This design comes from an exercise in tuning for small area, a short achievable clock period and few clock cycles per item on the open sky130 flow, not from production work.
For this run, only the layout was checked, not whether the RTL still works.
Power is estimated from default activity; no workload was simulated.

<file path="flow/run.sh">
#!/bin/bash
# synth_recipe.tcl (not shown) runs the flow's synth.tcl, then flattens the netlist and writes it again
# the make line also repeats each setting of config.mk as NAME=value (left out here)
make -C /OpenROAD-flow-scripts/flow DESIGN_CONFIG=/design/flow/config.mk WORK_HOME=/design/flow/orfs CLKGATE_MAP_FILE= SYNTH_SCRIPT=/design/flow/synth_recipe.tcl finish
</file>
<file path="flow/config.mk">
export PLATFORM = sky130hd
export DESIGN_NAME = word_tokenizer_fnv1a_hasher_top
export DESIGN_NICKNAME = word_tokenizer_fnv1a_hasher_top
export VERILOG_FILES = /design/flow/design.v
export SDC_FILE = /design/flow/constraint.sdc
export NUM_CORES = 4
export LEC_CHECK = 0
export CAP_MARGIN = 20
export CORE_MARGIN = 2
export CORE_UTILIZATION = 40
export SETUP_SLACK_MARGIN = 1.5
export SLEW_MARGIN = 20
</file>
<file path="flow/constraint.sdc">
create_clock -name core_clock -period 6.5 [get_ports {clk}]
set_input_delay 1.3000 -clock core_clock [delete_from_list [all_inputs] [get_ports {clk}]]
set_output_delay 1.3000 -clock core_clock [all_outputs]
set_load 0.01 [all_outputs]
</file>
<file path="flow/design.v">
package wtok_pkg;
  localparam int unsigned LENGTH_WIDTH_DEF = 16;
  localparam logic [31:0] FNV_BASIS = 32'h811C_9DC5;
  localparam logic [31:0] FNV_PRIME = 32'h0100_0193;
  localparam logic [7:0] CHR_NUL = 8'h00;
  localparam logic [7:0] CHR_TAB = 8'h09;
  localparam logic [7:0] CHR_LF  = 8'h0A;
  localparam logic [7:0] CHR_VT  = 8'h0B;
  localparam logic [7:0] CHR_FF  = 8'h0C;
  localparam logic [7:0] CHR_CR  = 8'h0D;
  localparam logic [7:0] CHR_SP  = 8'h20;
  localparam logic [15:0] EOS_LENGTH = 16'd4;
  localparam int unsigned QUEUE_DEPTH = 4;
  localparam int unsigned QUEUE_PTR_W = $clog2(QUEUE_DEPTH);
  localparam int unsigned QUEUE_CNT_W = $clog2(QUEUE_DEPTH + 1);
  typedef struct packed {
    logic [7:0] data_byte;
    logic       end_of_input;
  } byte_t;
  typedef struct packed {
    logic [31:0] word_hash;
    logic [15:0] word_length;
    logic        is_eos;
    logic        last;
  } token_t;
  localparam int unsigned TOKEN_W = 50;  
  localparam logic [31:0] EOS_HASH = 32'hD79C_9359;
endpackage
import wtok_pkg::*;
module wtok_room (
  input  logic [1:0] cls,
  input  logic       in_word,
  input  logic [1:0] e_pre,
  input  logic       w_own,
  input  logic       e_post,
  input  logic       take,
  output logic       ok
);
  logic       e_front;
  logic [1:0] e_pre1;
  logic       w_own1;
  logic       e_post1;
  always_comb begin
    e_front = (e_pre != 2'd0);
    e_pre1  = e_pre;
    w_own1  = w_own;
    e_post1 = e_post;
    if (take) begin
      if (e_front) begin
        e_pre1 = e_pre - 2'd1;
      end else begin
        w_own1  = 1'b0;
        e_pre1  = {1'b0, e_post};
        e_post1 = 1'b0;
      end
    end
    case (cls)
      2'd1:    ok = !w_own1;
      2'd2:    ok = in_word || (w_own1 ? !e_post1 : (e_pre1 != 2'd2));
      2'd3:    ok = 1'b1;
      default: ok = 1'b0;
    endcase
  end
endmodule
module word_tokenizer_fnv1a_hasher_top #(
  parameter int unsigned LENGTH_WIDTH = wtok_pkg::LENGTH_WIDTH_DEF
) (
  input  logic   clk,
  input  logic   rst,
  input  logic   byte_valid,
  output logic   byte_ready,
  input  wtok_pkg::byte_t  byte_data,
  output logic   token_valid,
  input  logic   token_ready,
  output wtok_pkg::token_t token_data
);
  localparam logic [1:0] C_NONE = 2'd0;
  localparam logic [1:0] C_WORD = 2'd1;
  localparam logic [1:0] C_LF   = 2'd2;
  localparam logic [1:0] C_END  = 2'd3;
  logic [1:0]  ib_cls;
  logic [7:0]  ib_byte;
  logic                    in_word;
  logic [31:0]             hash_r;
  logic [LENGTH_WIDTH-1:0] len_r;
  logic                    last_r;
  logic [1:0]  e_pre;
  logic        w_own;
  logic        e_post;
  logic        rdy_nt;
  logic        rdy_t;
  logic        e_front;
  logic        take;
  logic        ok;
  logic        hash_upd;
  logic        word_end;
  logic        byte_xfer;
  logic        in_space;
  logic [1:0]  in_cls;
  logic [31:0] hash_sel;
  logic [31:0] mix_in;
  logic [31:0] mixed;
  logic [1:0]  ib_cls_n;
  logic        in_word_n;
  logic [1:0]  e_pre_n;
  logic        w_own_n;
  logic        e_post_n;
  logic        ok_nt_n;
  logic        ok_t_n;
  assign e_front     = (e_pre != 2'd0);
  assign token_valid = e_front || w_own;
  assign take        = token_valid && token_ready;
  assign token_data.word_hash   = e_front ? EOS_HASH : hash_r;
  assign token_data.word_length = e_front ? EOS_LENGTH : 16'(len_r);
  assign token_data.is_eos      = e_front;
  assign token_data.last        = e_front || last_r;
  assign byte_ready = rdy_nt || (token_ready && rdy_t);
  assign byte_xfer  = byte_valid && byte_ready;
  wtok_room u_room (
    .cls(ib_cls), .in_word(in_word), .e_pre(e_pre), .w_own(w_own),
    .e_post(e_post), .take(take), .ok(ok)
  );
  always_comb begin
    hash_upd = (ib_cls == C_WORD) && ok;
    word_end = ok && in_word && ib_cls[1];
    in_space = (byte_data.data_byte == CHR_SP)  || (byte_data.data_byte == CHR_LF) ||
               (byte_data.data_byte == CHR_CR)  || (byte_data.data_byte == CHR_TAB) ||
               (byte_data.data_byte == CHR_VT)  || (byte_data.data_byte == CHR_FF) ||
               (byte_data.data_byte == CHR_NUL);
    if (byte_data.end_of_input)                 in_cls = C_END;
    else if (byte_data.data_byte == CHR_LF)     in_cls = C_LF;
    else if (in_space)                          in_cls = C_END;
    else                                        in_cls = C_WORD;
    if (byte_xfer)   ib_cls_n = in_cls;
    else if (ok)     ib_cls_n = C_NONE;
    else             ib_cls_n = ib_cls;
    e_pre_n   = e_pre;
    w_own_n   = w_own;
    e_post_n  = e_post;
    in_word_n = in_word;
    if (take) begin
      if (e_front) begin
        e_pre_n = e_pre - 2'd1;
      end else begin
        w_own_n  = 1'b0;
        e_pre_n  = {1'b0, e_post};
        e_post_n = 1'b0;
      end
    end
    if (ok) begin
      case (ib_cls)
        C_WORD: in_word_n = 1'b1;
        C_LF: begin
          in_word_n = 1'b0;
          if (in_word) begin
            w_own_n  = 1'b1;
            e_post_n = 1'b1;
          end else if (w_own_n) begin
            e_post_n = 1'b1;
          end else begin
            e_pre_n  = e_pre_n + 2'd1;
          end
        end
        C_END: begin
          in_word_n = 1'b0;
          if (in_word) w_own_n = 1'b1;
        end
        default: ;
      endcase
    end
    hash_sel = in_word ? hash_r : FNV_BASIS;
    mix_in   = hash_sel ^ {{24{ib_byte[7]}}, ib_byte};
  end
  fnv_mul u_mul (.x(mix_in), .y(mixed));
  wtok_room u_room_nt (
    .cls(ib_cls_n), .in_word(in_word_n), .e_pre(e_pre_n), .w_own(w_own_n),
    .e_post(e_post_n), .take(1'b0), .ok(ok_nt_n)
  );
  wtok_room u_room_t (
    .cls(ib_cls_n), .in_word(in_word_n), .e_pre(e_pre_n), .w_own(w_own_n),
    .e_post(e_post_n), .take(1'b1), .ok(ok_t_n)
  );
  always_ff @(posedge clk) begin
    if (rst) begin
      ib_cls  <= C_NONE;
      in_word <= 1'b0;
      e_pre   <= 2'd0;
      w_own   <= 1'b0;
      e_post  <= 1'b0;
      rdy_nt  <= 1'b1;
      rdy_t   <= 1'b1;
    end else begin
      ib_cls  <= ib_cls_n;
      in_word <= in_word_n;
      e_pre   <= e_pre_n;
      w_own   <= w_own_n;
      e_post  <= e_post_n;
      rdy_nt  <= (ib_cls_n == C_NONE) || ok_nt_n;
      rdy_t   <= (ib_cls_n == C_NONE) || ((e_pre_n != 2'd0 || w_own_n) && ok_t_n);
    end
  end
  always_ff @(posedge clk) begin
    if (byte_xfer) begin
      ib_byte <= byte_data.data_byte;
    end
  end
  always_ff @(posedge clk) begin
    if (hash_upd) begin
      hash_r <= mixed;
      if (!in_word) begin
        len_r <= LENGTH_WIDTH'(1);
      end else if (len_r != '1) begin
        len_r <= len_r + LENGTH_WIDTH'(1);
      end
    end
    if (word_end) begin
      last_r <= (ib_cls == C_END);
    end
  end
endmodule
module fnv_mul (
  input  logic [31:0] x,
  output logic [31:0] y
);
  logic fs0;
  logic fc0;
  logic fs1;
  logic fc1;
  logic fs2;
  logic fc2;
  logic fs3;
  logic fc3;
  logic fs4;
  logic fc4;
  logic fs5;
  logic fc5;
  logic fs6;
  logic fc6;
  logic fs7;
  logic fc7;
  logic fs8;
  logic fc8;
  logic fs9;
  logic fc9;
  logic fs10;
  logic fc10;
  logic fs11;
  logic fc11;
  logic fs12;
  logic fc12;
  logic fs13;
  logic fc13;
  logic fs14;
  logic fc14;
  logic fs15;
  logic fc15;
  logic fs16;
  logic fc16;
  logic fs17;
  logic fc17;
  logic fs18;
  logic fc18;
  logic fs19;
  logic fc19;
  logic fs20;
  logic fc20;
  logic fs21;
  logic fc21;
  logic fs22;
  logic fc22;
  logic fs23;
  logic fc23;
  logic fs24;
  logic fc24;
  logic fs25;
  logic fc25;
  logic fs26;
  logic fc26;
  logic fs27;
  logic fc27;
  logic fs28;
  logic fc28;
  logic fs29;
  logic fc29;
  logic fs30;
  logic fc30;
  logic fs31;
  logic fc31;
  logic fs32;
  logic fc32;
  logic fs33;
  logic fc33;
  logic fs34;
  logic fc34;
  logic fs35;
  logic fc35;
  logic fs36;
  logic fc36;
  logic fs37;
  logic fc37;
  logic fs38;
  logic fc38;
  logic fs39;
  logic fc39;
  logic fs40;
  logic fc40;
  logic fs41;
  logic fc41;
  logic fs42;
  logic fc42;
  logic fs43;
  logic fc43;
  logic fs44;
  logic fc44;
  logic fs45;
  logic fc45;
  logic fs46;
  logic fc46;
  logic fs47;
  logic fc47;
  logic fs48;
  logic fc48;
  logic fs49;
  logic fc49;
  logic fs50;
  logic fc50;
  logic fs51;
  logic fc51;
  logic fs52;
  logic fc52;
  logic fs53;
  logic fc53;
  logic fs54;
  logic fc54;
  logic fs55;
  logic fc55;
  logic fs56;
  logic fc56;
  logic fs57;
  logic fc57;
  logic fs58;
  logic fc58;
  logic fs59;
  logic fc59;
  logic fs60;
  logic fc60;
  logic fs61;
  logic fc61;
  logic fs62;
  logic fc62;
  logic fs63;
  logic fc63;
  logic fs64;
  logic fc64;
  logic fs65;
  logic fc65;
  logic fs66;
  logic fc66;
  logic fs67;
  logic fc67;
  logic fs68;
  logic fc68;
  logic fs69;
  logic fc69;
  logic fs70;
  logic fc70;
  logic fs71;
  logic fc71;
  logic fs72;
  logic fc72;
  logic fs73;
  logic fc73;
  logic fs74;
  logic fc74;
  logic fs75;
  logic fc75;
  logic fs76;
  logic fc76;
  logic fs77;
  logic fc77;
  logic fs78;
  logic fc78;
  logic fs79;
  logic fc79;
  logic fs80;
  logic fc80;
  logic fs81;
  logic fc81;
  logic fs82;
  logic fc82;
  logic fs83;
  logic fc83;
  logic fs84;
  logic fc84;
  logic [31:0] ra, rb;
  assign fs0 = x[4] ^ x[3] ^ x[0];
  assign fc0 = (x[4] & x[3]) | (x[4] & x[0]) | (x[3] & x[0]);
  assign fs1 = x[5] ^ x[4] ^ x[1];
  assign fc1 = (x[5] & x[4]) | (x[5] & x[1]) | (x[4] & x[1]);
  assign fs2 = x[6] ^ x[5] ^ x[2];
  assign fc2 = (x[6] & x[5]) | (x[6] & x[2]) | (x[5] & x[2]);
  assign fs3 = x[7] ^ x[6] ^ x[3];
  assign fc3 = (x[7] & x[6]) | (x[7] & x[3]) | (x[6] & x[3]);
  assign fs4 = x[0] ^ fc2 ^ fs3;
  assign fc4 = (x[0] & fc2) | (x[0] & fs3) | (fc2 & fs3);
  assign fs5 = x[8] ^ x[7] ^ x[4];
  assign fc5 = (x[8] & x[7]) | (x[8] & x[4]) | (x[7] & x[4]);
  assign fs6 = x[1] ^ x[0] ^ fc3;
  assign fc6 = (x[1] & x[0]) | (x[1] & fc3) | (x[0] & fc3);
  assign fs7 = fs5 ^ fc4 ^ fs6;
  assign fc7 = (fs5 & fc4) | (fs5 & fs6) | (fc4 & fs6);
  assign fs8 = x[9] ^ x[8] ^ x[5];
  assign fc8 = (x[9] & x[8]) | (x[9] & x[5]) | (x[8] & x[5]);
  assign fs9 = x[2] ^ x[1] ^ fc5;
  assign fc9 = (x[2] & x[1]) | (x[2] & fc5) | (x[1] & fc5);
  assign fs10 = fs8 ^ fc6 ^ fs9;
  assign fc10 = (fs8 & fc6) | (fs8 & fs9) | (fc6 & fs9);
  assign fs11 = x[10] ^ x[9] ^ x[6];
  assign fc11 = (x[10] & x[9]) | (x[10] & x[6]) | (x[9] & x[6]);
  assign fs12 = x[3] ^ x[2] ^ fc8;
  assign fc12 = (x[3] & x[2]) | (x[3] & fc8) | (x[2] & fc8);
  assign fs13 = fs11 ^ fc9 ^ fs12;
  assign fc13 = (fs11 & fc9) | (fs11 & fs12) | (fc9 & fs12);
  assign fs14 = x[11] ^ x[10] ^ x[7];
  assign fc14 = (x[11] & x[10]) | (x[11] & x[7]) | (x[10] & x[7]);
  assign fs15 = x[4] ^ x[3] ^ fc11;
  assign fc15 = (x[4] & x[3]) | (x[4] & fc11) | (x[3] & fc11);
  assign fs16 = fs14 ^ fc12 ^ fs15;
  assign fc16 = (fs14 & fc12) | (fs14 & fs15) | (fc12 & fs15);
  assign fs17 = x[12] ^ x[11] ^ x[8];
  assign fc17 = (x[12] & x[11]) | (x[12] & x[8]) | (x[11] & x[8]);
  assign fs18 = x[5] ^ x[4] ^ fc14;
  assign fc18 = (x[5] & x[4]) | (x[5] & fc14) | (x[4] & fc14);
  assign fs19 = fs17 ^ fc15 ^ fs18;
  assign fc19 = (fs17 & fc15) | (fs17 & fs18) | (fc15 & fs18);
  assign fs20 = x[13] ^ x[12] ^ x[9];
  assign fc20 = (x[13] & x[12]) | (x[13] & x[9]) | (x[12] & x[9]);
  assign fs21 = x[6] ^ x[5] ^ fc17;
  assign fc21 = (x[6] & x[5]) | (x[6] & fc17) | (x[5] & fc17);
  assign fs22 = fs20 ^ fc18 ^ fs21;
  assign fc22 = (fs20 & fc18) | (fs20 & fs21) | (fc18 & fs21);
  assign fs23 = x[14] ^ x[13] ^ x[10];
  assign fc23 = (x[14] & x[13]) | (x[14] & x[10]) | (x[13] & x[10]);
  assign fs24 = x[7] ^ x[6] ^ fc20;
  assign fc24 = (x[7] & x[6]) | (x[7] & fc20) | (x[6] & fc20);
  assign fs25 = fs23 ^ fc21 ^ fs24;
  assign fc25 = (fs23 & fc21) | (fs23 & fs24) | (fc21 & fs24);
  assign fs26 = x[15] ^ x[14] ^ x[11];
  assign fc26 = (x[15] & x[14]) | (x[15] & x[11]) | (x[14] & x[11]);
  assign fs27 = x[8] ^ x[7] ^ fc23;
  assign fc27 = (x[8] & x[7]) | (x[8] & fc23) | (x[7] & fc23);
  assign fs28 = fs26 ^ fc24 ^ fs27;
  assign fc28 = (fs26 & fc24) | (fs26 & fs27) | (fc24 & fs27);
  assign fs29 = x[16] ^ x[15] ^ x[12];
  assign fc29 = (x[16] & x[15]) | (x[16] & x[12]) | (x[15] & x[12]);
  assign fs30 = x[9] ^ x[8] ^ fc26;
  assign fc30 = (x[9] & x[8]) | (x[9] & fc26) | (x[8] & fc26);
  assign fs31 = fs29 ^ fc27 ^ fs30;
  assign fc31 = (fs29 & fc27) | (fs29 & fs30) | (fc27 & fs30);
  assign fs32 = x[17] ^ x[16] ^ x[13];
  assign fc32 = (x[17] & x[16]) | (x[17] & x[13]) | (x[16] & x[13]);
  assign fs33 = x[10] ^ x[9] ^ fc29;
  assign fc33 = (x[10] & x[9]) | (x[10] & fc29) | (x[9] & fc29);
  assign fs34 = fs32 ^ fc30 ^ fs33;
  assign fc34 = (fs32 & fc30) | (fs32 & fs33) | (fc30 & fs33);
  assign fs35 = x[18] ^ x[17] ^ x[14];
  assign fc35 = (x[18] & x[17]) | (x[18] & x[14]) | (x[17] & x[14]);
  assign fs36 = x[11] ^ x[10] ^ fc32;
  assign fc36 = (x[11] & x[10]) | (x[11] & fc32) | (x[10] & fc32);
  assign fs37 = fs35 ^ fc33 ^ fs36;
  assign fc37 = (fs35 & fc33) | (fs35 & fs36) | (fc33 & fs36);
  assign fs38 = x[19] ^ x[18] ^ x[15];
  assign fc38 = (x[19] & x[18]) | (x[19] & x[15]) | (x[18] & x[15]);
  assign fs39 = x[12] ^ x[11] ^ fc35;
  assign fc39 = (x[12] & x[11]) | (x[12] & fc35) | (x[11] & fc35);
  assign fs40 = fs38 ^ fc36 ^ fs39;
  assign fc40 = (fs38 & fc36) | (fs38 & fs39) | (fc36 & fs39);
  assign fs41 = x[20] ^ x[19] ^ x[16];
  assign fc41 = (x[20] & x[19]) | (x[20] & x[16]) | (x[19] & x[16]);
  assign fs42 = x[13] ^ x[12] ^ fc38;
  assign fc42 = (x[13] & x[12]) | (x[13] & fc38) | (x[12] & fc38);
  assign fs43 = fs41 ^ fc39 ^ fs42;
  assign fc43 = (fs41 & fc39) | (fs41 & fs42) | (fc39 & fs42);
  assign fs44 = x[21] ^ x[20] ^ x[17];
  assign fc44 = (x[21] & x[20]) | (x[21] & x[17]) | (x[20] & x[17]);
  assign fs45 = x[14] ^ x[13] ^ fc41;
  assign fc45 = (x[14] & x[13]) | (x[14] & fc41) | (x[13] & fc41);
  assign fs46 = fs44 ^ fc42 ^ fs45;
  assign fc46 = (fs44 & fc42) | (fs44 & fs45) | (fc42 & fs45);
  assign fs47 = x[22] ^ x[21] ^ x[18];
  assign fc47 = (x[22] & x[21]) | (x[22] & x[18]) | (x[21] & x[18]);
  assign fs48 = x[15] ^ x[14] ^ fc44;
  assign fc48 = (x[15] & x[14]) | (x[15] & fc44) | (x[14] & fc44);
  assign fs49 = fs47 ^ fc45 ^ fs48;
  assign fc49 = (fs47 & fc45) | (fs47 & fs48) | (fc45 & fs48);
  assign fs50 = x[23] ^ x[22] ^ x[19];
  assign fc50 = (x[23] & x[22]) | (x[23] & x[19]) | (x[22] & x[19]);
  assign fs51 = x[16] ^ x[15] ^ fc47;
  assign fc51 = (x[16] & x[15]) | (x[16] & fc47) | (x[15] & fc47);
  assign fs52 = fs50 ^ fc48 ^ fs51;
  assign fc52 = (fs50 & fc48) | (fs50 & fs51) | (fc48 & fs51);
  assign fs53 = x[24] ^ x[23] ^ x[20];
  assign fc53 = (x[24] & x[23]) | (x[24] & x[20]) | (x[23] & x[20]);
  assign fs54 = x[17] ^ x[16] ^ x[0];
  assign fc54 = (x[17] & x[16]) | (x[17] & x[0]) | (x[16] & x[0]);
  assign fs55 = fc50 ^ fs53 ^ fs54;
  assign fc55 = (fc50 & fs53) | (fc50 & fs54) | (fs53 & fs54);
  assign fs56 = fc51 ^ fs55 ^ fc52;
  assign fc56 = (fc51 & fs55) | (fc51 & fc52) | (fs55 & fc52);
  assign fs57 = x[25] ^ x[24] ^ x[21];
  assign fc57 = (x[25] & x[24]) | (x[25] & x[21]) | (x[24] & x[21]);
  assign fs58 = x[18] ^ x[17] ^ x[1];
  assign fc58 = (x[18] & x[17]) | (x[18] & x[1]) | (x[17] & x[1]);
  assign fs59 = fc53 ^ fc54 ^ fs57;
  assign fc59 = (fc53 & fc54) | (fc53 & fs57) | (fc54 & fs57);
  assign fs60 = fs58 ^ fc55 ^ fs59;
  assign fc60 = (fs58 & fc55) | (fs58 & fs59) | (fc55 & fs59);
  assign fs61 = x[26] ^ x[25] ^ x[22];
  assign fc61 = (x[26] & x[25]) | (x[26] & x[22]) | (x[25] & x[22]);
  assign fs62 = x[19] ^ x[18] ^ x[2];
  assign fc62 = (x[19] & x[18]) | (x[19] & x[2]) | (x[18] & x[2]);
  assign fs63 = fc57 ^ fc58 ^ fs61;
  assign fc63 = (fc57 & fc58) | (fc57 & fs61) | (fc58 & fs61);
  assign fs64 = fs62 ^ fc59 ^ fs63;
  assign fc64 = (fs62 & fc59) | (fs62 & fs63) | (fc59 & fs63);
  assign fs65 = x[27] ^ x[26] ^ x[23];
  assign fc65 = (x[27] & x[26]) | (x[27] & x[23]) | (x[26] & x[23]);
  assign fs66 = x[20] ^ x[19] ^ x[3];
  assign fc66 = (x[20] & x[19]) | (x[20] & x[3]) | (x[19] & x[3]);
  assign fs67 = fc61 ^ fc62 ^ fs65;
  assign fc67 = (fc61 & fc62) | (fc61 & fs65) | (fc62 & fs65);
  assign fs68 = fs66 ^ fc63 ^ fs67;
  assign fc68 = (fs66 & fc63) | (fs66 & fs67) | (fc63 & fs67);
  assign fs69 = x[28] ^ x[27] ^ x[24];
  assign fc69 = (x[28] & x[27]) | (x[28] & x[24]) | (x[27] & x[24]);
  assign fs70 = x[21] ^ x[20] ^ x[4];
  assign fc70 = (x[21] & x[20]) | (x[21] & x[4]) | (x[20] & x[4]);
  assign fs71 = fc65 ^ fc66 ^ fs69;
  assign fc71 = (fc65 & fc66) | (fc65 & fs69) | (fc66 & fs69);
  assign fs72 = fs70 ^ fc67 ^ fs71;
  assign fc72 = (fs70 & fc67) | (fs70 & fs71) | (fc67 & fs71);
  assign fs73 = x[29] ^ x[28] ^ x[25];
  assign fc73 = (x[29] & x[28]) | (x[29] & x[25]) | (x[28] & x[25]);
  assign fs74 = x[22] ^ x[21] ^ x[5];
  assign fc74 = (x[22] & x[21]) | (x[22] & x[5]) | (x[21] & x[5]);
  assign fs75 = fc69 ^ fc70 ^ fs73;
  assign fc75 = (fc69 & fc70) | (fc69 & fs73) | (fc70 & fs73);
  assign fs76 = fs74 ^ fc71 ^ fs75;
  assign fc76 = (fs74 & fc71) | (fs74 & fs75) | (fc71 & fs75);
  assign fs77 = x[30] ^ x[29] ^ x[26];
  assign fc77 = (x[30] & x[29]) | (x[30] & x[26]) | (x[29] & x[26]);
  assign fs78 = x[23] ^ x[22] ^ x[6];
  assign fc78 = (x[23] & x[22]) | (x[23] & x[6]) | (x[22] & x[6]);
  assign fs79 = fc73 ^ fc74 ^ fs77;
  assign fc79 = (fc73 & fc74) | (fc73 & fs77) | (fc74 & fs77);
  assign fs80 = fs78 ^ fc75 ^ fs79;
  assign fc80 = (fs78 & fc75) | (fs78 & fs79) | (fc75 & fs79);
  assign fs81 = x[31] ^ x[30] ^ x[27];
  assign fc81 = (x[31] & x[30]) | (x[31] & x[27]) | (x[30] & x[27]);
  assign fs82 = x[24] ^ x[23] ^ x[7];
  assign fc82 = (x[24] & x[23]) | (x[24] & x[7]) | (x[23] & x[7]);
  assign fs83 = fc77 ^ fc78 ^ fs81;
  assign fc83 = (fc77 & fc78) | (fc77 & fs81) | (fc78 & fs81);
  assign fs84 = fs82 ^ fc79 ^ fs83;
  assign fc84 = (fs82 & fc79) | (fs82 & fs83) | (fc79 & fs83);
  assign ra[0] = x[0];
  assign rb[0] = 1'b0;
  assign ra[1] = x[1];
  assign rb[1] = x[0];
  assign ra[2] = x[2];
  assign rb[2] = x[1];
  assign ra[3] = x[3];
  assign rb[3] = x[2];
  assign ra[4] = fs0;
  assign rb[4] = 1'b0;
  assign ra[5] = fc0;
  assign rb[5] = fs1;
  assign ra[6] = fc1;
  assign rb[6] = fs2;
  assign ra[7] = fs4;
  assign rb[7] = 1'b0;
  assign ra[8] = fs7;
  assign rb[8] = 1'b0;
  assign ra[9] = fc7;
  assign rb[9] = fs10;
  assign ra[10] = fc10;
  assign rb[10] = fs13;
  assign ra[11] = fc13;
  assign rb[11] = fs16;
  assign ra[12] = fc16;
  assign rb[12] = fs19;
  assign ra[13] = fc19;
  assign rb[13] = fs22;
  assign ra[14] = fc22;
  assign rb[14] = fs25;
  assign ra[15] = fc25;
  assign rb[15] = fs28;
  assign ra[16] = fc28;
  assign rb[16] = fs31;
  assign ra[17] = fc31;
  assign rb[17] = fs34;
  assign ra[18] = fc34;
  assign rb[18] = fs37;
  assign ra[19] = fc37;
  assign rb[19] = fs40;
  assign ra[20] = fc40;
  assign rb[20] = fs43;
  assign ra[21] = fc43;
  assign rb[21] = fs46;
  assign ra[22] = fc46;
  assign rb[22] = fs49;
  assign ra[23] = fc49;
  assign rb[23] = fs52;
  assign ra[24] = fs56;
  assign rb[24] = 1'b0;
  assign ra[25] = fs60;
  assign rb[25] = fc56;
  assign ra[26] = fc60;
  assign rb[26] = fs64;
  assign ra[27] = fc64;
  assign rb[27] = fs68;
  assign ra[28] = fc68;
  assign rb[28] = fs72;
  assign ra[29] = fc72;
  assign rb[29] = fs76;
  assign ra[30] = fc76;
  assign rb[30] = fs80;
  assign ra[31] = fc80;
  assign rb[31] = fs84;
  logic [31:0] g0, p0;
  assign g0 = ra & rb;
  assign p0 = ra ^ rb;
  logic gL0_1, pL0_1;
  assign gL0_1 = g0[1] | (p0[1] & g0[0]);
  assign pL0_1 = p0[1] & p0[0];
  logic gL0_2, pL0_2;
  assign gL0_2 = g0[2] | (p0[2] & g0[1]);
  assign pL0_2 = p0[2] & p0[1];
  logic gL0_3, pL0_3;
  assign gL0_3 = g0[3] | (p0[3] & g0[2]);
  assign pL0_3 = p0[3] & p0[2];
  logic gL0_4, pL0_4;
  assign gL0_4 = g0[4] | (p0[4] & g0[3]);
  assign pL0_4 = p0[4] & p0[3];
  logic gL0_5, pL0_5;
  assign gL0_5 = g0[5] | (p0[5] & g0[4]);
  assign pL0_5 = p0[5] & p0[4];
  logic gL0_6, pL0_6;
  assign gL0_6 = g0[6] | (p0[6] & g0[5]);
  assign pL0_6 = p0[6] & p0[5];
  logic gL0_7, pL0_7;
  assign gL0_7 = g0[7] | (p0[7] & g0[6]);
  assign pL0_7 = p0[7] & p0[6];
  logic gL0_8, pL0_8;
  assign gL0_8 = g0[8] | (p0[8] & g0[7]);
  assign pL0_8 = p0[8] & p0[7];
  logic gL0_9, pL0_9;
  assign gL0_9 = g0[9] | (p0[9] & g0[8]);
  assign pL0_9 = p0[9] & p0[8];
  logic gL0_10, pL0_10;
  assign gL0_10 = g0[10] | (p0[10] & g0[9]);
  assign pL0_10 = p0[10] & p0[9];
  logic gL0_11, pL0_11;
  assign gL0_11 = g0[11] | (p0[11] & g0[10]);
  assign pL0_11 = p0[11] & p0[10];
  logic gL0_12, pL0_12;
  assign gL0_12 = g0[12] | (p0[12] & g0[11]);
  assign pL0_12 = p0[12] & p0[11];
  logic gL0_13, pL0_13;
  assign gL0_13 = g0[13] | (p0[13] & g0[12]);
  assign pL0_13 = p0[13] & p0[12];
  logic gL0_14, pL0_14;
  assign gL0_14 = g0[14] | (p0[14] & g0[13]);
  assign pL0_14 = p0[14] & p0[13];
  logic gL0_15, pL0_15;
  assign gL0_15 = g0[15] | (p0[15] & g0[14]);
  assign pL0_15 = p0[15] & p0[14];
  logic gL0_16, pL0_16;
  assign gL0_16 = g0[16] | (p0[16] & g0[15]);
  assign pL0_16 = p0[16] & p0[15];
  logic gL0_17, pL0_17;
  assign gL0_17 = g0[17] | (p0[17] & g0[16]);
  assign pL0_17 = p0[17] & p0[16];
  logic gL0_18, pL0_18;
  assign gL0_18 = g0[18] | (p0[18] & g0[17]);
  assign pL0_18 = p0[18] & p0[17];
  logic gL0_19, pL0_19;
  assign gL0_19 = g0[19] | (p0[19] & g0[18]);
  assign pL0_19 = p0[19] & p0[18];
  logic gL0_20, pL0_20;
  assign gL0_20 = g0[20] | (p0[20] & g0[19]);
  assign pL0_20 = p0[20] & p0[19];
  logic gL0_21, pL0_21;
  assign gL0_21 = g0[21] | (p0[21] & g0[20]);
  assign pL0_21 = p0[21] & p0[20];
  logic gL0_22, pL0_22;
  assign gL0_22 = g0[22] | (p0[22] & g0[21]);
  assign pL0_22 = p0[22] & p0[21];
  logic gL0_23, pL0_23;
  assign gL0_23 = g0[23] | (p0[23] & g0[22]);
  assign pL0_23 = p0[23] & p0[22];
  logic gL0_24, pL0_24;
  assign gL0_24 = g0[24] | (p0[24] & g0[23]);
  assign pL0_24 = p0[24] & p0[23];
  logic gL0_25, pL0_25;
  assign gL0_25 = g0[25] | (p0[25] & g0[24]);
  assign pL0_25 = p0[25] & p0[24];
  logic gL0_26, pL0_26;
  assign gL0_26 = g0[26] | (p0[26] & g0[25]);
  assign pL0_26 = p0[26] & p0[25];
  logic gL0_27, pL0_27;
  assign gL0_27 = g0[27] | (p0[27] & g0[26]);
  assign pL0_27 = p0[27] & p0[26];
  logic gL0_28, pL0_28;
  assign gL0_28 = g0[28] | (p0[28] & g0[27]);
  assign pL0_28 = p0[28] & p0[27];
  logic gL0_29, pL0_29;
  assign gL0_29 = g0[29] | (p0[29] & g0[28]);
  assign pL0_29 = p0[29] & p0[28];
  logic gL0_30, pL0_30;
  assign gL0_30 = g0[30] | (p0[30] & g0[29]);
  assign pL0_30 = p0[30] & p0[29];
  logic gL0_31, pL0_31;
  assign gL0_31 = g0[31] | (p0[31] & g0[30]);
  assign pL0_31 = p0[31] & p0[30];
  logic gL1_2, pL1_2;
  assign gL1_2 = gL0_2 | (pL0_2 & g0[0]);
  assign pL1_2 = pL0_2 & p0[0];
  logic gL1_3, pL1_3;
  assign gL1_3 = gL0_3 | (pL0_3 & gL0_1);
  assign pL1_3 = pL0_3 & pL0_1;
  logic gL1_4, pL1_4;
  assign gL1_4 = gL0_4 | (pL0_4 & gL0_2);
  assign pL1_4 = pL0_4 & pL0_2;
  logic gL1_5, pL1_5;
  assign gL1_5 = gL0_5 | (pL0_5 & gL0_3);
  assign pL1_5 = pL0_5 & pL0_3;
  logic gL1_6, pL1_6;
  assign gL1_6 = gL0_6 | (pL0_6 & gL0_4);
  assign pL1_6 = pL0_6 & pL0_4;
  logic gL1_7, pL1_7;
  assign gL1_7 = gL0_7 | (pL0_7 & gL0_5);
  assign pL1_7 = pL0_7 & pL0_5;
  logic gL1_8, pL1_8;
  assign gL1_8 = gL0_8 | (pL0_8 & gL0_6);
  assign pL1_8 = pL0_8 & pL0_6;
  logic gL1_9, pL1_9;
  assign gL1_9 = gL0_9 | (pL0_9 & gL0_7);
  assign pL1_9 = pL0_9 & pL0_7;
  logic gL1_10, pL1_10;
  assign gL1_10 = gL0_10 | (pL0_10 & gL0_8);
  assign pL1_10 = pL0_10 & pL0_8;
  logic gL1_11, pL1_11;
  assign gL1_11 = gL0_11 | (pL0_11 & gL0_9);
  assign pL1_11 = pL0_11 & pL0_9;
  logic gL1_12, pL1_12;
  assign gL1_12 = gL0_12 | (pL0_12 & gL0_10);
  assign pL1_12 = pL0_12 & pL0_10;
  logic gL1_13, pL1_13;
  assign gL1_13 = gL0_13 | (pL0_13 & gL0_11);
  assign pL1_13 = pL0_13 & pL0_11;
  logic gL1_14, pL1_14;
  assign gL1_14 = gL0_14 | (pL0_14 & gL0_12);
  assign pL1_14 = pL0_14 & pL0_12;
  logic gL1_15, pL1_15;
  assign gL1_15 = gL0_15 | (pL0_15 & gL0_13);
  assign pL1_15 = pL0_15 & pL0_13;
  logic gL1_16, pL1_16;
  assign gL1_16 = gL0_16 | (pL0_16 & gL0_14);
  assign pL1_16 = pL0_16 & pL0_14;
  logic gL1_17, pL1_17;
  assign gL1_17 = gL0_17 | (pL0_17 & gL0_15);
  assign pL1_17 = pL0_17 & pL0_15;
  logic gL1_18, pL1_18;
  assign gL1_18 = gL0_18 | (pL0_18 & gL0_16);
  assign pL1_18 = pL0_18 & pL0_16;
  logic gL1_19, pL1_19;
  assign gL1_19 = gL0_19 | (pL0_19 & gL0_17);
  assign pL1_19 = pL0_19 & pL0_17;
  logic gL1_20, pL1_20;
  assign gL1_20 = gL0_20 | (pL0_20 & gL0_18);
  assign pL1_20 = pL0_20 & pL0_18;
  logic gL1_21, pL1_21;
  assign gL1_21 = gL0_21 | (pL0_21 & gL0_19);
  assign pL1_21 = pL0_21 & pL0_19;
  logic gL1_22, pL1_22;
  assign gL1_22 = gL0_22 | (pL0_22 & gL0_20);
  assign pL1_22 = pL0_22 & pL0_20;
  logic gL1_23, pL1_23;
  assign gL1_23 = gL0_23 | (pL0_23 & gL0_21);
  assign pL1_23 = pL0_23 & pL0_21;
  logic gL1_24, pL1_24;
  assign gL1_24 = gL0_24 | (pL0_24 & gL0_22);
  assign pL1_24 = pL0_24 & pL0_22;
  logic gL1_25, pL1_25;
  assign gL1_25 = gL0_25 | (pL0_25 & gL0_23);
  assign pL1_25 = pL0_25 & pL0_23;
  logic gL1_26, pL1_26;
  assign gL1_26 = gL0_26 | (pL0_26 & gL0_24);
  assign pL1_26 = pL0_26 & pL0_24;
  logic gL1_27, pL1_27;
  assign gL1_27 = gL0_27 | (pL0_27 & gL0_25);
  assign pL1_27 = pL0_27 & pL0_25;
  logic gL1_28, pL1_28;
  assign gL1_28 = gL0_28 | (pL0_28 & gL0_26);
  assign pL1_28 = pL0_28 & pL0_26;
  logic gL1_29, pL1_29;
  assign gL1_29 = gL0_29 | (pL0_29 & gL0_27);
  assign pL1_29 = pL0_29 & pL0_27;
  logic gL1_30, pL1_30;
  assign gL1_30 = gL0_30 | (pL0_30 & gL0_28);
  assign pL1_30 = pL0_30 & pL0_28;
  logic gL1_31, pL1_31;
  assign gL1_31 = gL0_31 | (pL0_31 & gL0_29);
  assign pL1_31 = pL0_31 & pL0_29;
  logic gL2_4, pL2_4;
  assign gL2_4 = gL1_4 | (pL1_4 & g0[0]);
  assign pL2_4 = pL1_4 & p0[0];
  logic gL2_5, pL2_5;
  assign gL2_5 = gL1_5 | (pL1_5 & gL0_1);
  assign pL2_5 = pL1_5 & pL0_1;
  logic gL2_6, pL2_6;
  assign gL2_6 = gL1_6 | (pL1_6 & gL1_2);
  assign pL2_6 = pL1_6 & pL1_2;
  logic gL2_7, pL2_7;
  assign gL2_7 = gL1_7 | (pL1_7 & gL1_3);
  assign pL2_7 = pL1_7 & pL1_3;
  logic gL2_8, pL2_8;
  assign gL2_8 = gL1_8 | (pL1_8 & gL1_4);
  assign pL2_8 = pL1_8 & pL1_4;
  logic gL2_9, pL2_9;
  assign gL2_9 = gL1_9 | (pL1_9 & gL1_5);
  assign pL2_9 = pL1_9 & pL1_5;
  logic gL2_10, pL2_10;
  assign gL2_10 = gL1_10 | (pL1_10 & gL1_6);
  assign pL2_10 = pL1_10 & pL1_6;
  logic gL2_11, pL2_11;
  assign gL2_11 = gL1_11 | (pL1_11 & gL1_7);
  assign pL2_11 = pL1_11 & pL1_7;
  logic gL2_12, pL2_12;
  assign gL2_12 = gL1_12 | (pL1_12 & gL1_8);
  assign pL2_12 = pL1_12 & pL1_8;
  logic gL2_13, pL2_13;
  assign gL2_13 = gL1_13 | (pL1_13 & gL1_9);
  assign pL2_13 = pL1_13 & pL1_9;
  logic gL2_14, pL2_14;
  assign gL2_14 = gL1_14 | (pL1_14 & gL1_10);
  assign pL2_14 = pL1_14 & pL1_10;
  logic gL2_15, pL2_15;
  assign gL2_15 = gL1_15 | (pL1_15 & gL1_11);
  assign pL2_15 = pL1_15 & pL1_11;
  logic gL2_16, pL2_16;
  assign gL2_16 = gL1_16 | (pL1_16 & gL1_12);
  assign pL2_16 = pL1_16 & pL1_12;
  logic gL2_17, pL2_17;
  assign gL2_17 = gL1_17 | (pL1_17 & gL1_13);
  assign pL2_17 = pL1_17 & pL1_13;
  logic gL2_18, pL2_18;
  assign gL2_18 = gL1_18 | (pL1_18 & gL1_14);
  assign pL2_18 = pL1_18 & pL1_14;
  logic gL2_19, pL2_19;
  assign gL2_19 = gL1_19 | (pL1_19 & gL1_15);
  assign pL2_19 = pL1_19 & pL1_15;
  logic gL2_20, pL2_20;
  assign gL2_20 = gL1_20 | (pL1_20 & gL1_16);
  assign pL2_20 = pL1_20 & pL1_16;
  logic gL2_21, pL2_21;
  assign gL2_21 = gL1_21 | (pL1_21 & gL1_17);
  assign pL2_21 = pL1_21 & pL1_17;
  logic gL2_22, pL2_22;
  assign gL2_22 = gL1_22 | (pL1_22 & gL1_18);
  assign pL2_22 = pL1_22 & pL1_18;
  logic gL2_23, pL2_23;
  assign gL2_23 = gL1_23 | (pL1_23 & gL1_19);
  assign pL2_23 = pL1_23 & pL1_19;
  logic gL2_24, pL2_24;
  assign gL2_24 = gL1_24 | (pL1_24 & gL1_20);
  assign pL2_24 = pL1_24 & pL1_20;
  logic gL2_25, pL2_25;
  assign gL2_25 = gL1_25 | (pL1_25 & gL1_21);
  assign pL2_25 = pL1_25 & pL1_21;
  logic gL2_26, pL2_26;
  assign gL2_26 = gL1_26 | (pL1_26 & gL1_22);
  assign pL2_26 = pL1_26 & pL1_22;
  logic gL2_27, pL2_27;
  assign gL2_27 = gL1_27 | (pL1_27 & gL1_23);
  assign pL2_27 = pL1_27 & pL1_23;
  logic gL2_28, pL2_28;
  assign gL2_28 = gL1_28 | (pL1_28 & gL1_24);
  assign pL2_28 = pL1_28 & pL1_24;
  logic gL2_29, pL2_29;
  assign gL2_29 = gL1_29 | (pL1_29 & gL1_25);
  assign pL2_29 = pL1_29 & pL1_25;
  logic gL2_30, pL2_30;
  assign gL2_30 = gL1_30 | (pL1_30 & gL1_26);
  assign pL2_30 = pL1_30 & pL1_26;
  logic gL2_31, pL2_31;
  assign gL2_31 = gL1_31 | (pL1_31 & gL1_27);
  assign pL2_31 = pL1_31 & pL1_27;
  logic gL3_8, pL3_8;
  assign gL3_8 = gL2_8 | (pL2_8 & g0[0]);
  assign pL3_8 = pL2_8 & p0[0];
  logic gL3_9, pL3_9;
  assign gL3_9 = gL2_9 | (pL2_9 & gL0_1);
  assign pL3_9 = pL2_9 & pL0_1;
  logic gL3_10, pL3_10;
  assign gL3_10 = gL2_10 | (pL2_10 & gL1_2);
  assign pL3_10 = pL2_10 & pL1_2;
  logic gL3_11, pL3_11;
  assign gL3_11 = gL2_11 | (pL2_11 & gL1_3);
  assign pL3_11 = pL2_11 & pL1_3;
  logic gL3_12, pL3_12;
  assign gL3_12 = gL2_12 | (pL2_12 & gL2_4);
  assign pL3_12 = pL2_12 & pL2_4;
  logic gL3_13, pL3_13;
  assign gL3_13 = gL2_13 | (pL2_13 & gL2_5);
  assign pL3_13 = pL2_13 & pL2_5;
  logic gL3_14, pL3_14;
  assign gL3_14 = gL2_14 | (pL2_14 & gL2_6);
  assign pL3_14 = pL2_14 & pL2_6;
  logic gL3_15, pL3_15;
  assign gL3_15 = gL2_15 | (pL2_15 & gL2_7);
  assign pL3_15 = pL2_15 & pL2_7;
  logic gL3_16, pL3_16;
  assign gL3_16 = gL2_16 | (pL2_16 & gL2_8);
  assign pL3_16 = pL2_16 & pL2_8;
  logic gL3_17, pL3_17;
  assign gL3_17 = gL2_17 | (pL2_17 & gL2_9);
  assign pL3_17 = pL2_17 & pL2_9;
  logic gL3_18, pL3_18;
  assign gL3_18 = gL2_18 | (pL2_18 & gL2_10);
  assign pL3_18 = pL2_18 & pL2_10;
  logic gL3_19, pL3_19;
  assign gL3_19 = gL2_19 | (pL2_19 & gL2_11);
  assign pL3_19 = pL2_19 & pL2_11;
  logic gL3_20, pL3_20;
  assign gL3_20 = gL2_20 | (pL2_20 & gL2_12);
  assign pL3_20 = pL2_20 & pL2_12;
  logic gL3_21, pL3_21;
  assign gL3_21 = gL2_21 | (pL2_21 & gL2_13);
  assign pL3_21 = pL2_21 & pL2_13;
  logic gL3_22, pL3_22;
  assign gL3_22 = gL2_22 | (pL2_22 & gL2_14);
  assign pL3_22 = pL2_22 & pL2_14;
  logic gL3_23, pL3_23;
  assign gL3_23 = gL2_23 | (pL2_23 & gL2_15);
  assign pL3_23 = pL2_23 & pL2_15;
  logic gL3_24, pL3_24;
  assign gL3_24 = gL2_24 | (pL2_24 & gL2_16);
  assign pL3_24 = pL2_24 & pL2_16;
  logic gL3_25, pL3_25;
  assign gL3_25 = gL2_25 | (pL2_25 & gL2_17);
  assign pL3_25 = pL2_25 & pL2_17;
  logic gL3_26, pL3_26;
  assign gL3_26 = gL2_26 | (pL2_26 & gL2_18);
  assign pL3_26 = pL2_26 & pL2_18;
  logic gL3_27, pL3_27;
  assign gL3_27 = gL2_27 | (pL2_27 & gL2_19);
  assign pL3_27 = pL2_27 & pL2_19;
  logic gL3_28, pL3_28;
  assign gL3_28 = gL2_28 | (pL2_28 & gL2_20);
  assign pL3_28 = pL2_28 & pL2_20;
  logic gL3_29, pL3_29;
  assign gL3_29 = gL2_29 | (pL2_29 & gL2_21);
  assign pL3_29 = pL2_29 & pL2_21;
  logic gL3_30, pL3_30;
  assign gL3_30 = gL2_30 | (pL2_30 & gL2_22);
  assign pL3_30 = pL2_30 & pL2_22;
  logic gL3_31, pL3_31;
  assign gL3_31 = gL2_31 | (pL2_31 & gL2_23);
  assign pL3_31 = pL2_31 & pL2_23;
  logic gL4_16, pL4_16;
  assign gL4_16 = gL3_16 | (pL3_16 & g0[0]);
  assign pL4_16 = pL3_16 & p0[0];
  logic gL4_17, pL4_17;
  assign gL4_17 = gL3_17 | (pL3_17 & gL0_1);
  assign pL4_17 = pL3_17 & pL0_1;
  logic gL4_18, pL4_18;
  assign gL4_18 = gL3_18 | (pL3_18 & gL1_2);
  assign pL4_18 = pL3_18 & pL1_2;
  logic gL4_19, pL4_19;
  assign gL4_19 = gL3_19 | (pL3_19 & gL1_3);
  assign pL4_19 = pL3_19 & pL1_3;
  logic gL4_20, pL4_20;
  assign gL4_20 = gL3_20 | (pL3_20 & gL2_4);
  assign pL4_20 = pL3_20 & pL2_4;
  logic gL4_21, pL4_21;
  assign gL4_21 = gL3_21 | (pL3_21 & gL2_5);
  assign pL4_21 = pL3_21 & pL2_5;
  logic gL4_22, pL4_22;
  assign gL4_22 = gL3_22 | (pL3_22 & gL2_6);
  assign pL4_22 = pL3_22 & pL2_6;
  logic gL4_23, pL4_23;
  assign gL4_23 = gL3_23 | (pL3_23 & gL2_7);
  assign pL4_23 = pL3_23 & pL2_7;
  logic gL4_24, pL4_24;
  assign gL4_24 = gL3_24 | (pL3_24 & gL3_8);
  assign pL4_24 = pL3_24 & pL3_8;
  logic gL4_25, pL4_25;
  assign gL4_25 = gL3_25 | (pL3_25 & gL3_9);
  assign pL4_25 = pL3_25 & pL3_9;
  logic gL4_26, pL4_26;
  assign gL4_26 = gL3_26 | (pL3_26 & gL3_10);
  assign pL4_26 = pL3_26 & pL3_10;
  logic gL4_27, pL4_27;
  assign gL4_27 = gL3_27 | (pL3_27 & gL3_11);
  assign pL4_27 = pL3_27 & pL3_11;
  logic gL4_28, pL4_28;
  assign gL4_28 = gL3_28 | (pL3_28 & gL3_12);
  assign pL4_28 = pL3_28 & pL3_12;
  logic gL4_29, pL4_29;
  assign gL4_29 = gL3_29 | (pL3_29 & gL3_13);
  assign pL4_29 = pL3_29 & pL3_13;
  logic gL4_30, pL4_30;
  assign gL4_30 = gL3_30 | (pL3_30 & gL3_14);
  assign pL4_30 = pL3_30 & pL3_14;
  logic gL4_31, pL4_31;
  assign gL4_31 = gL3_31 | (pL3_31 & gL3_15);
  assign pL4_31 = pL3_31 & pL3_15;
  assign y[0] = p0[0];
  assign y[1] = p0[1] ^ g0[0];
  assign y[2] = p0[2] ^ gL0_1;
  assign y[3] = p0[3] ^ gL1_2;
  assign y[4] = p0[4] ^ gL1_3;
  assign y[5] = p0[5] ^ gL2_4;
  assign y[6] = p0[6] ^ gL2_5;
  assign y[7] = p0[7] ^ gL2_6;
  assign y[8] = p0[8] ^ gL2_7;
  assign y[9] = p0[9] ^ gL3_8;
  assign y[10] = p0[10] ^ gL3_9;
  assign y[11] = p0[11] ^ gL3_10;
  assign y[12] = p0[12] ^ gL3_11;
  assign y[13] = p0[13] ^ gL3_12;
  assign y[14] = p0[14] ^ gL3_13;
  assign y[15] = p0[15] ^ gL3_14;
  assign y[16] = p0[16] ^ gL3_15;
  assign y[17] = p0[17] ^ gL4_16;
  assign y[18] = p0[18] ^ gL4_17;
  assign y[19] = p0[19] ^ gL4_18;
  assign y[20] = p0[20] ^ gL4_19;
  assign y[21] = p0[21] ^ gL4_20;
  assign y[22] = p0[22] ^ gL4_21;
  assign y[23] = p0[23] ^ gL4_22;
  assign y[24] = p0[24] ^ gL4_23;
  assign y[25] = p0[25] ^ gL4_24;
  assign y[26] = p0[26] ^ gL4_25;
  assign y[27] = p0[27] ^ gL4_26;
  assign y[28] = p0[28] ^ gL4_27;
  assign y[29] = p0[29] ^ gL4_28;
  assign y[30] = p0[30] ^ gL4_29;
  assign y[31] = p0[31] ^ gL4_30;
endmodule
</file>
==> results.yml <==
place:
  place_congestion: 0.914
  port_buffers: 64
  detailedPlacementHpwl_um: 13200
yosys:
  synth_cells: 715
  synth_largest_type_area_fraction: 0.248
  library_cells_used_by_synthesis: 60
  synthArstFlopShare: 0
  synth.cell_area_um2: 6900
  synth.yosys.warnings: 2
  post_synth_edffs: 57
  yosys_register_bits: 66
  synth.net_count: 827
  yosys-top-cells-area: "edfxtp_1 (25%), fa_1 (20%), xnor2_1 (7.5%)"
  postSynthAreaPerCell_um2: 9.65
  ys_seq_area_frac: 0.274
  ys.flop_type: "edfxtp_1"
  synth.largest_area_cell: "edfxtp_1"
setup_path:
  worst_setup_path_end_kind: "register"
  timing.critical_path.slowest_cell_delay_ps: 530
  cpMaxStageDelayCell: "fa_1"
  timing.critical_path.fanout_max: 11
  critical_path.n_buffers_inverters: 3
  worstReg2RegEnd: "hash_r[31]$_DFFE_PP_"
  regToRegSetupSlack_ps: 1730
  r2r.worst_path.cells: 16
  worstSetupPathDepth: 16
  worstPathCellList: "buf_12 -> xnor2_1 -> inv_1 -> fa_1 -> a21oi_1 -> a21oi_1 -> fa_1 -> inv_1 -> ha_1 -> a21o_1 -> a22o_1 -> o41ai_2 -> nand4_1 -> o21ai_1 -> a31oi_1 -> xnor2_1"
  timing_worst_setup_path_type: "reg -> reg"
  rr_startpoint: "ib_byte[7]$_DFFE_PP_"
  worst_setup_path_start_kind: "register"
  worstPathRequired_ps: 6590
  critPathTopFamily: "compound AO/OA/AOI/OAI gates"
  arrival_time_reported_for_the_critical_path_endpoint_ps: 4860
clock_network:
  ctsHtreeMaxLevel: 3
  clock_tree.root_cell: "clkbuf_16"
  clock_sink_count: 66
  clock_tree.buffer_depth: 2
  post_cts_hold_buffer_count: 0
  worst_setup_hold_path_clk_slew_ps: 50
  tritoncts: "done"
  worst_skew_pair_later_pin_latency_ps: 350
  cts_inserted_buffers: 9
floorplanning:
  chipWidth_um: 135
  io_pins: 65
  die_area_um2: 18300
  die_height_um: 135
  std_cell_rows: 48
  core_region_area_um2: 17100
  initial_utilization: 0.405
global_route:
  grt_antenna_before_repair: 0
  grt_start_max_net_pins: 37
  number_of_global_route_vias_before_repair: 5474
  grt_use_total: 0.197
  grt-ovfl-total: 0
  wire_length_of_the_first_global_routing_pass_um: 28100
sta:
  worst_slew_pin_slew_ps: 1060
  finalHoldViolations: 0
  worst_clock_skew_ps: 7.92
  setup_total_negative_slack_ps: 0
  min_period_ps: 4770
  rsz0062_at_grt: "false"
  pins_over_their_slew_limit: 0
  setup-violations-final: 0
  max_clock_freq_ghz: 0.210
  relSlewSlack: 0.290
  layout_worst_path_cycle_share: 0.733
min_path:
  worst_hold_path.endpoint: "in_word$_SDFF_PP0_"
  holdPathStages: 2
  min_from: "ib_cls[0]$_SDFF_PP0_"
  timing.hold.worst.class: "reg -> reg"
detailed_routing:
  post_drt_via_cell_ratio: 5.12
  route.final.wire_length_um: 17000
  detail_route.first_pass.iterations: 5
  routedWlPerCell_um: 16.8
  ant_nets: 0
  dr.first_iter.drc_count: 379
  dr_total_vias: 5184
  number_of_remaining_drc_errors: 0
outcome:
  status: "timing/DRC/antenna clean"
power:
  fin_total_pwr_mw: 5.16
  power.density_cell_area_nw_per_um2: 624
  worst_ir_drop_vdd_v: 0.000434
  total_leakage_power_nw: 3.40
layout:
  post_route_cells_drive_above_1_share: 0.0712
  final_nets: 894
  num_antenna_cells: 0
  area_growth_pct: 19.8
flow_run:
  maxCapViolations: 0
-- worst min-delay path, stage by stage, from the launching register on --
cell     delay, ps
dfxtp_1        360
a21oi_1        160
nor3_1          90
-- state kept, by name, indices dropped and copies added, names as in the netlist --
register,count
e_post,1
in_word,1
e_pre,2
ib_byte,8
w_own,1
ib_cls,2
rdy_nt,1
hash_r,32
len_r,16
rdy_t,1
last_r,1
-- area by class of cell --
type	instances	area, µm²
multi-input combinational	526	4630
clock buffer	10	229
clock inverter	6	113
sequential	66	1900
timing repair buffer	73	724
fill	1590	8780
inverter	106	398
tap	225	282
-- logic make-up (layout without fill, tap and decap cells) --
family,after synthesis,after routing,share of synthesized area
and+or+nand+nor,225,225,0.174
AOI/OAI and AO/OA,104,104,0.104
buffers and inverters,123,195,0.0676
muxes,3,3,0.00435
xor gates and xnor gates,95,95,0.121
adders and majority gates,99,99,0.256
DFF,66,66,0.274
-- per-stage QoR --
stage          hold slack [ps]  instance area, µm²  utilization  cells  setup WS (ps)
2_1_floorplan              496                6900            -    715           1750
3_3_place_gp               607                7810        0.458    993           1310
3_5_place_dp               600                7810        0.458    993           1150
4_1_cts                    649                8190        0.480   1012           1370
5_1_grt                    682                8270        0.485   1012           1530
6_report                   652                8270        0.485   1012           1730
-- layout by cell type (no fill, tap or decap), types with 2 or more instances in the layout --
cell,synthesis,routed
o311ai_1,2,2
edfxtp_1,57,57
nand4b_1,2,2
a21boi_1,2,2
a21oi_1,34,34
xnor2_1,59,54
mux2i_1,3,3
bufinv_16,0,3
xor2_1,36,34
o21bai_1,4,4
o31a_1,2,2
o21a_1,4,4
dfxtp_1,9,7
o21ai_0,14,14
xnor2_2,0,5
inv_2,4,4
a211oi_2,2,3
ha_1,29,29
nand3b_1,4,4
nand2_1,55,55
fa_1,70,70
a31oi_1,5,5
or3_1,25,25
inv_1,102,102
and3_1,5,5
nand2b_1,17,17
nor2b_1,5,5
o21ai_1,9,9
clkbuf_16,0,9
nand3_1,12,12
a21o_1,7,7
and2_1,48,48
clkdlybuf4s50_1,0,64
nand4_1,4,4
nor2_1,37,35
buf_4,1,7
o22ai_1,2,2
nor3_1,3,3
a211oi_1,3,2
-- power by group --
group          total [mW]  internal [mW]  switching [mW]
logic                3.75           1.69            2.06
clock network       0.566          0.376           0.190
registers           0.851          0.773          0.0778
total                5.16           2.84            2.32
-- metal layers --
metal	part of all wire	global-route usage
met1	0.45	0.258
met2	0.49	0.330
met3	0.041	0.0337
met4	0.019	0.0694
met5	0	0
-- cells in the mapped netlist, drive strengths merged, types with 2 or more instances --
cell type  count
inv          106
fa            70
xnor2         59
edfxtp        57
nand2         55
and2          49
nor2          37
xor2          36
a21oi         35
ha            29
or3           25
o21ai         24
nand2b        17
clkbuf        14
nand3         12
dfxtp          9
a21o           7
a211oi         5
a31oi          5
and3           5
nor2b          5
nand3b         4
nand4          4
o21a           4
o21bai         4
buf            3
mux2i          3
nor3           3
a21boi         2
a221oi         2
nand4b         2
o22ai          2
o311ai         2
o31a           2
-- what timing repair did --
item	4_1_cts	5_1_grt
setup buffers	3	0
endpoints found under the hold margin	0	0
setup endpoints to repair	12	15
gates resized for setup	1	12
-- worst max-delay path by stage --
stage                                     from                   end
final                     ib_byte[7]$_DFFE_PP_  hash_r[31]$_DFFE_PP_
after global routing        in_word$_SDFF_PP0_  hash_r[30]$_DFFE_PP_
after CTS                   in_word$_SDFF_PP0_  hash_r[30]$_DFFE_PP_
after detailed placement    in_word$_SDFF_PP0_  hash_r[30]$_DFFE_PP_
after global placement      in_word$_SDFF_PP0_  hash_r[30]$_DFFE_PP_
after floorplan           ib_byte[7]$_DFFE_PP_  hash_r[30]$_DFFE_PP_

[afterwards: timing with drivers on the ports]
The flow's constraints put no driver on any port. The routed layout listed below was extracted and timed again, unchanged, in two steps. Step 1 sets driving cells, clkbuf_16 on the clock port and buf_2 on the other inputs (assumed; they add their load-dependent delay and slew). Step 2 moves the port delays by t, midway between the first and last clock arrival at a register: inputs arrive t later, outputs are due t later. That takes back most of the time a late clock gives input paths. Three values: no drivers, after step 1, after step 2; two values: the first two.
t, ns: 0.389
slack for setup (ns): 1.734 / 1.734 / 1.734
worst register clock-pin slew, ns: 0.06 / 0.06
After both steps setup and hold are still met in this run. For this run, drivers alone change the setup slack by 0.000 ns; drivers and shift together by 0.000 ns.
